What follows belongs to an exercise in optimizing a design on an open flow for small area, a short achievable clock period and few clock cycles; a production flow would make more cautious choices.
Only simulation tests tie the RTL to the original design; equivalence was not proved.
Power figures rest on the tool's default switching activity, not on a simulated workload.

## slab_alloc_top
module slab_alloc_top (
    input  logic                    clk,
    input  logic                    rst,
    input  logic [15:0]             req_size,
    input  logic                    req_valid,
    output logic                    req_ready,
    output logic [32-1:0] malloc_pointer,
    output logic                    malloc_failed,
    output logic                    malloc_valid,
    input  logic                    malloc_ready,
    input  logic [32-1:0] free_pointer,
    input  logic [15:0]             free_size,
    input  logic                    free_valid,
    output logic                    free_ready,
    output logic                    error_overflow
);
Size in the first run: ~1600 cells after synthesis, roughly 550 flip-flops, about 110 I/O pins, ~0.023 mm^2 of cells after synthesis.
clock: 6.0 ns
lec_check: 0
cap_margin: 20
core_margin: 2
core_utilization: 40
cts_buf_list: sky130_fd_sc_hd__clkbuf_8
cts_cluster_diameter: 50
cts_cluster_size: 20
setup_slack_margin: 4.0
slew_margin: 20
tns_end_percent: 20
run.sh (not shown) runs the stock make flow with config.mk's settings and CLKGATE_MAP_FILE= SYNTH_SCRIPT=/design/flow/synth_recipe.tcl, a recipe that flattens the netlist after the stock synthesis.
The baseline completed with no timing, DRC or antenna violations.
Testbench counts at the start, summed over its fixed seeds: cycles 7,452.
Next try:
--- a/flow/config.mk
+++ b/flow/config.mk
@@ -10 +10 @@
-export CORE_UTILIZATION = 40
+export CORE_UTILIZATION = 55
@@ -14 +14,2 @@
-export SETUP_SLACK_MARGIN = 4.0
+export PLACE_DENSITY = 0.7
+export SETUP_SLACK_MARGIN = 3.5
@@ -16 +16,0 @@
-export TNS_END_PERCENT = 20
The new run produced a clean layout.
Worst hold slack improved by 0.0031 ns.
Synthesized cell count is unchanged.
Final area is lower by 4.7%.
Worst setup slack gets better by 0.052 ns.
Via count is lower by 0.42%.
Wire length came out lower by 8.5%.
Global-route usage increases by 5.1 points.
Next try:
--- a/flow/config.mk
+++ b/flow/config.mk
@@ -10 +10 @@
-export CORE_UTILIZATION = 55
+export CORE_UTILIZATION = 40
@@ -12,4 +12,3 @@
-export CTS_CLUSTER_DIAMETER = 50
-export CTS_CLUSTER_SIZE = 20
-export PLACE_DENSITY = 0.7
-export SETUP_SLACK_MARGIN = 3.5
+export CTS_CLUSTER_DIAMETER = 40
+export CTS_CLUSTER_SIZE = 16
+export SETUP_SLACK_MARGIN = 3.6
Result:
- maximum frequency came out lower by about 1.2%
- synthesized area does not change
- via count hardly moves
- register-to-register slack gets better by 0.14 ns
- total power goes up by about 10%
- worst setup slack got worse by 0.033 ns
Next try:
--- a/flow/config.mk
+++ b/flow/config.mk
@@ -10 +10 @@
-export CORE_UTILIZATION = 40
+export CORE_UTILIZATION = 55
@@ -12,3 +12,4 @@
-export CTS_CLUSTER_DIAMETER = 40
-export CTS_CLUSTER_SIZE = 16
-export SETUP_SLACK_MARGIN = 3.6
+export CTS_CLUSTER_DIAMETER = 45
+export CTS_CLUSTER_SIZE = 18
+export PLACE_DENSITY = 0.7
+export SETUP_SLACK_MARGIN = 3.5
The new run completed without violations.
Non-clock buffer count came out lower by 23.
Clock power drops by 18%.
Global-route usage came out higher by 5.3 points.

========
slab_alloc_top again, from the RTL that the note above started with.
Design slab_alloc_top, start of the top module:
module slab_alloc_top (
    input  logic                    clk,
    input  logic                    rst,
    input  logic [15:0]             req_size,
    input  logic                    req_valid,
    output logic                    req_ready,
    output logic [32-1:0] malloc_pointer,
    output logic                    malloc_failed,
    output logic                    malloc_valid,
    input  logic                    malloc_ready,
    input  logic [32-1:0] free_pointer,
    input  logic [15:0]             free_size,
    input  logic                    free_valid,
    output logic                    free_ready,
    output logic                    error_overflow
);
Settings: LEC_CHECK=0, CAP_MARGIN=20, CORE_MARGIN=2, CORE_UTILIZATION=40, CTS_BUF_LIST=sky130_fd_sc_hd__clkbuf_8, CTS_CLUSTER_DIAMETER=50, CTS_CLUSTER_SIZE=20, SETUP_SLACK_MARGIN=3.8, SLEW_MARGIN=20; clock period 6.0 ns.
Testbench counts at the start, summed over its fixed seeds: cycles 7,452.
Then changed:
- SETUP_SLACK_MARGIN: 3.8 -> 3.2
After rerunning: The new run finished clean. Wire length barely changes. Worst hold slack improved by 0.0084 ns. Area after synthesis is unchanged. Global-route usage rose by 0.23 points. Sequential share of layout area grows by 2.7 points. Power is lower by 0.60%. Cell area drops by 4.9%. Final cell count went down by 1.6%. Via count came out lower by about 1.8%. Clock skew stays flat.
Then changed:
- PLACE_DENSITY: unset -> 0.8
- SETUP_SLACK_MARGIN: 3.2 -> 3.5
The new run went through all stages and came out clean. Design area barely changes. Via count increases by a few percent. Routed wire length came out lower by a few percent. Sequential power hardly moves. Clock power went down by about a fifth. Clock skew hardly moves. Sequential cell count stays the same. Global-route usage came out lower by 1.0 points. Setup slack improves by 0.12 ns. Synthesized area does not change. Cell count is lower slightly.
Then changed:
- PLACE_DENSITY: 0.8 -> unset
- TNS_END_PERCENT: unset -> 20
The changed run passed the timing, DRC and antenna checks.
Flip-flop and latch count does not change.
Cell area stays flat.
Combinational power fell by about 5%.
Worst setup slack is worse by 0.0096 ns.
Clock skew is higher by 0.015 ns.
Critical path depth does not change.

========
Starting RTL as in the previous note.
export LEC_CHECK = 0
export CAP_MARGIN = 20
export CORE_MARGIN = 2
export CORE_UTILIZATION = 40
export CTS_BUF_LIST = sky130_fd_sc_hd__clkbuf_8
export CTS_CLUSTER_DIAMETER = 50
export CTS_CLUSTER_SIZE = 20
export SETUP_SLACK_MARGIN = 4.0
export SLEW_MARGIN = 20
create_clock -name core_clock -period 6.0 [get_ports {clk}]
Testbench counts at the start, summed over its fixed seeds: cycles 7,452.
Then changed:
- SETUP_SLACK_MARGIN: 4.0 -> 3.5
What happened: The changed run passed the timing, DRC and antenna checks. Wire length fell by 6.4%. Total power rose by about 1.7%. Core utilization fell by 3.2 points.
Then changed:
- CORE_UTILIZATION: 40 -> 60
Total power goes down by 1.1%.
Area after synthesis is unchanged.
Cell count went down by 9.9%.
Combinational power came out lower by about 5%.
Setup slack loses 110 ps.
Wire length decreases by 3.3%.
Global-route usage climbs by 7.9 points.
Via count is lower by 0.67%.
Non-clock buffer count came out lower by 3.
Count of clock-buffer cells in the layout rose by 6.
Die area falls by 33%.
Then changed:
- CORE_UTILIZATION: 60 -> 55
- PLACE_DENSITY: default -> 0.7
- SETUP_SLACK_MARGIN: 3.5 -> 3.4
Effect: Count of clock-buffer cells in the layout went down by 5. Synthesized area stays the same. Cell area decreases slightly. Setup slack gets worse by 19 ps.

========
P:
Another version of the RTL of slab_alloc_top (not shown whole).
For scale: roughly 1600 cells after synthesis, roughly 550 flip-flops.
## slab_alloc_top
module slab_alloc_top (
    input  logic                    clk,
    input  logic                    rst,
    input  logic [15:0]             req_size,
    input  logic                    req_valid,
    output logic                    req_ready,
    output logic [32-1:0] malloc_pointer,
    output logic                    malloc_failed,
    output logic                    malloc_valid,
    input  logic                    malloc_ready,
    input  logic [32-1:0] free_pointer,
    input  logic [15:0]             free_size,
    input  logic                    free_valid,
    output logic                    free_ready,
    output logic                    error_overflow
);
==> flow/config.mk <==
export PLATFORM = sky130hd
export DESIGN_NAME = slab_alloc_top
export DESIGN_NICKNAME = slab_alloc_top
export VERILOG_FILES = /design/flow/design.v
export SDC_FILE = /design/flow/constraint.sdc
export NUM_CORES = 4
export LEC_CHECK = 0
export CAP_MARGIN = 20
export CORE_MARGIN = 2
export CORE_UTILIZATION = 40
export CTS_BUF_LIST = sky130_fd_sc_hd__clkbuf_4 sky130_fd_sc_hd__clkbuf_8
export CTS_CLUSTER_DIAMETER = 40
export CTS_CLUSTER_SIZE = 14
export SETUP_SLACK_MARGIN = 3.5
export SLEW_MARGIN = 20
==> flow/constraint.sdc <==
create_clock -name core_clock -period 6.0 [get_ports {clk}]
set_input_delay 1.2000 -clock core_clock [delete_from_list [all_inputs] [get_ports {clk}]]
set_output_delay 1.2000 -clock core_clock [all_outputs]
set_load 0.01 [all_outputs]
Testbench counts of P, summed over its fixed seeds: cycles 7,452.
--- input diff P..Q ---
- a change of CTS_CLUSTER_DIAMETER from 40 to 50
- a change of CORE_UTILIZATION from 40 to 55
- a change of CTS_CLUSTER_SIZE from 14 to 20
- an added PLACE_DENSITY of 0.7
- a change of CTS_BUF_LIST from sky130_fd_sc_hd__clkbuf_4 sky130_fd_sc_hd__clkbuf_8 to sky130_fd_sc_hd__clkbuf_8
### Flow results
[compare] base=P new=Q: relative contribution of combinational cells to total power now larger, tapcell count shows a reduction of 226, sequential share of power picked up an extra 8.1 points.
Q ended up with a lower wire length than P did.
Summary of the comparison: global-route usage is higher in Q, relative to P.
The depth of the critical timing path with buffers and inverters included in Q sits 5 above the value recorded for P.
Highest routing layer actually used = met4: Q; highest routing layer actually used = met5: P

## what the ideal ports hide
The results above use ideal ports. As a check the final layouts listed here were re-extracted and re-timed, cells and wires unchanged. Step 1, drivers: a clkbuf_16 drives clk and a buf_2 each remaining input, both assumed. Step 2 also shifts input and output timing later by t, the mid clock arrival at the registers, as if the neighbouring blocks saw the same clock. a / b / c = ideal / step 1 / step 2; a / b = the first two.
run	shift t [ns]	slack for setup (ns)	hold slack, ns	slew at the worst register clock pin (ns)	pins driven straight from the clock port
the first run of note 1	0.708	3.371 / 3.381 / 2.674	0.472 / 0.472 / 0.472	0.11 / 0.11	1
the second run of note 1	0.698	3.423 / 3.430 / 2.732	0.476 / 0.476 / 0.476	0.12 / 0.12	1
the third run of note 1	0.702	3.391 / 3.406 / 2.704	0.464 / 0.464 / 0.464	0.09 / 0.09	1
the fourth run of note 1	0.697	3.373 / 3.383 / 2.686	0.474 / 0.474 / 0.474	0.11 / 0.11	1
the first run of note 2	0.713	3.432 / 3.456 / 2.743	0.485 / 0.485 / 0.485	0.11 / 0.11	1
the second run of note 2	0.720	3.225 / 3.212 / 2.542	0.494 / 0.494 / 0.494	0.11 / 0.11	1
the third run of note 2	0.685	3.344 / 3.352 / 2.672	0.458 / 0.458 / 0.458	0.12 / 0.12	1
the fourth run of note 2	0.708	3.335 / 3.337 / 2.655	0.461 / 0.461 / 0.461	0.12 / 0.12	1
the first run of note 3	0.719	3.395 / 3.417 / 2.698	0.492 / 0.492 / 0.492	0.12 / 0.12	1
the second run of note 3	0.729	3.430 / 3.453 / 2.724	0.477 / 0.477 / 0.477	0.12 / 0.12	1
the third run of note 3	0.711	3.322 / 3.337 / 2.627	0.491 / 0.491 / 0.491	0.11 / 0.11	1
the fourth run of note 3	0.685	3.303 / 3.318 / 2.633	0.493 / 0.493 / 0.493	0.11 / 0.11	1
P	0.687	3.360 / 3.308 / 2.772	0.498 / 0.498 / 0.498	0.09 / 0.09	1
Q	0.699	3.332 / 3.334 / 2.635	0.498 / 0.498 / 0.498	0.12 / 0.12	1
After both steps every run listed still meets setup and hold. The setup slack of the second run of note 3, which loses most, moves by +0.023 ns with the drivers and by -0.706 ns with both steps.
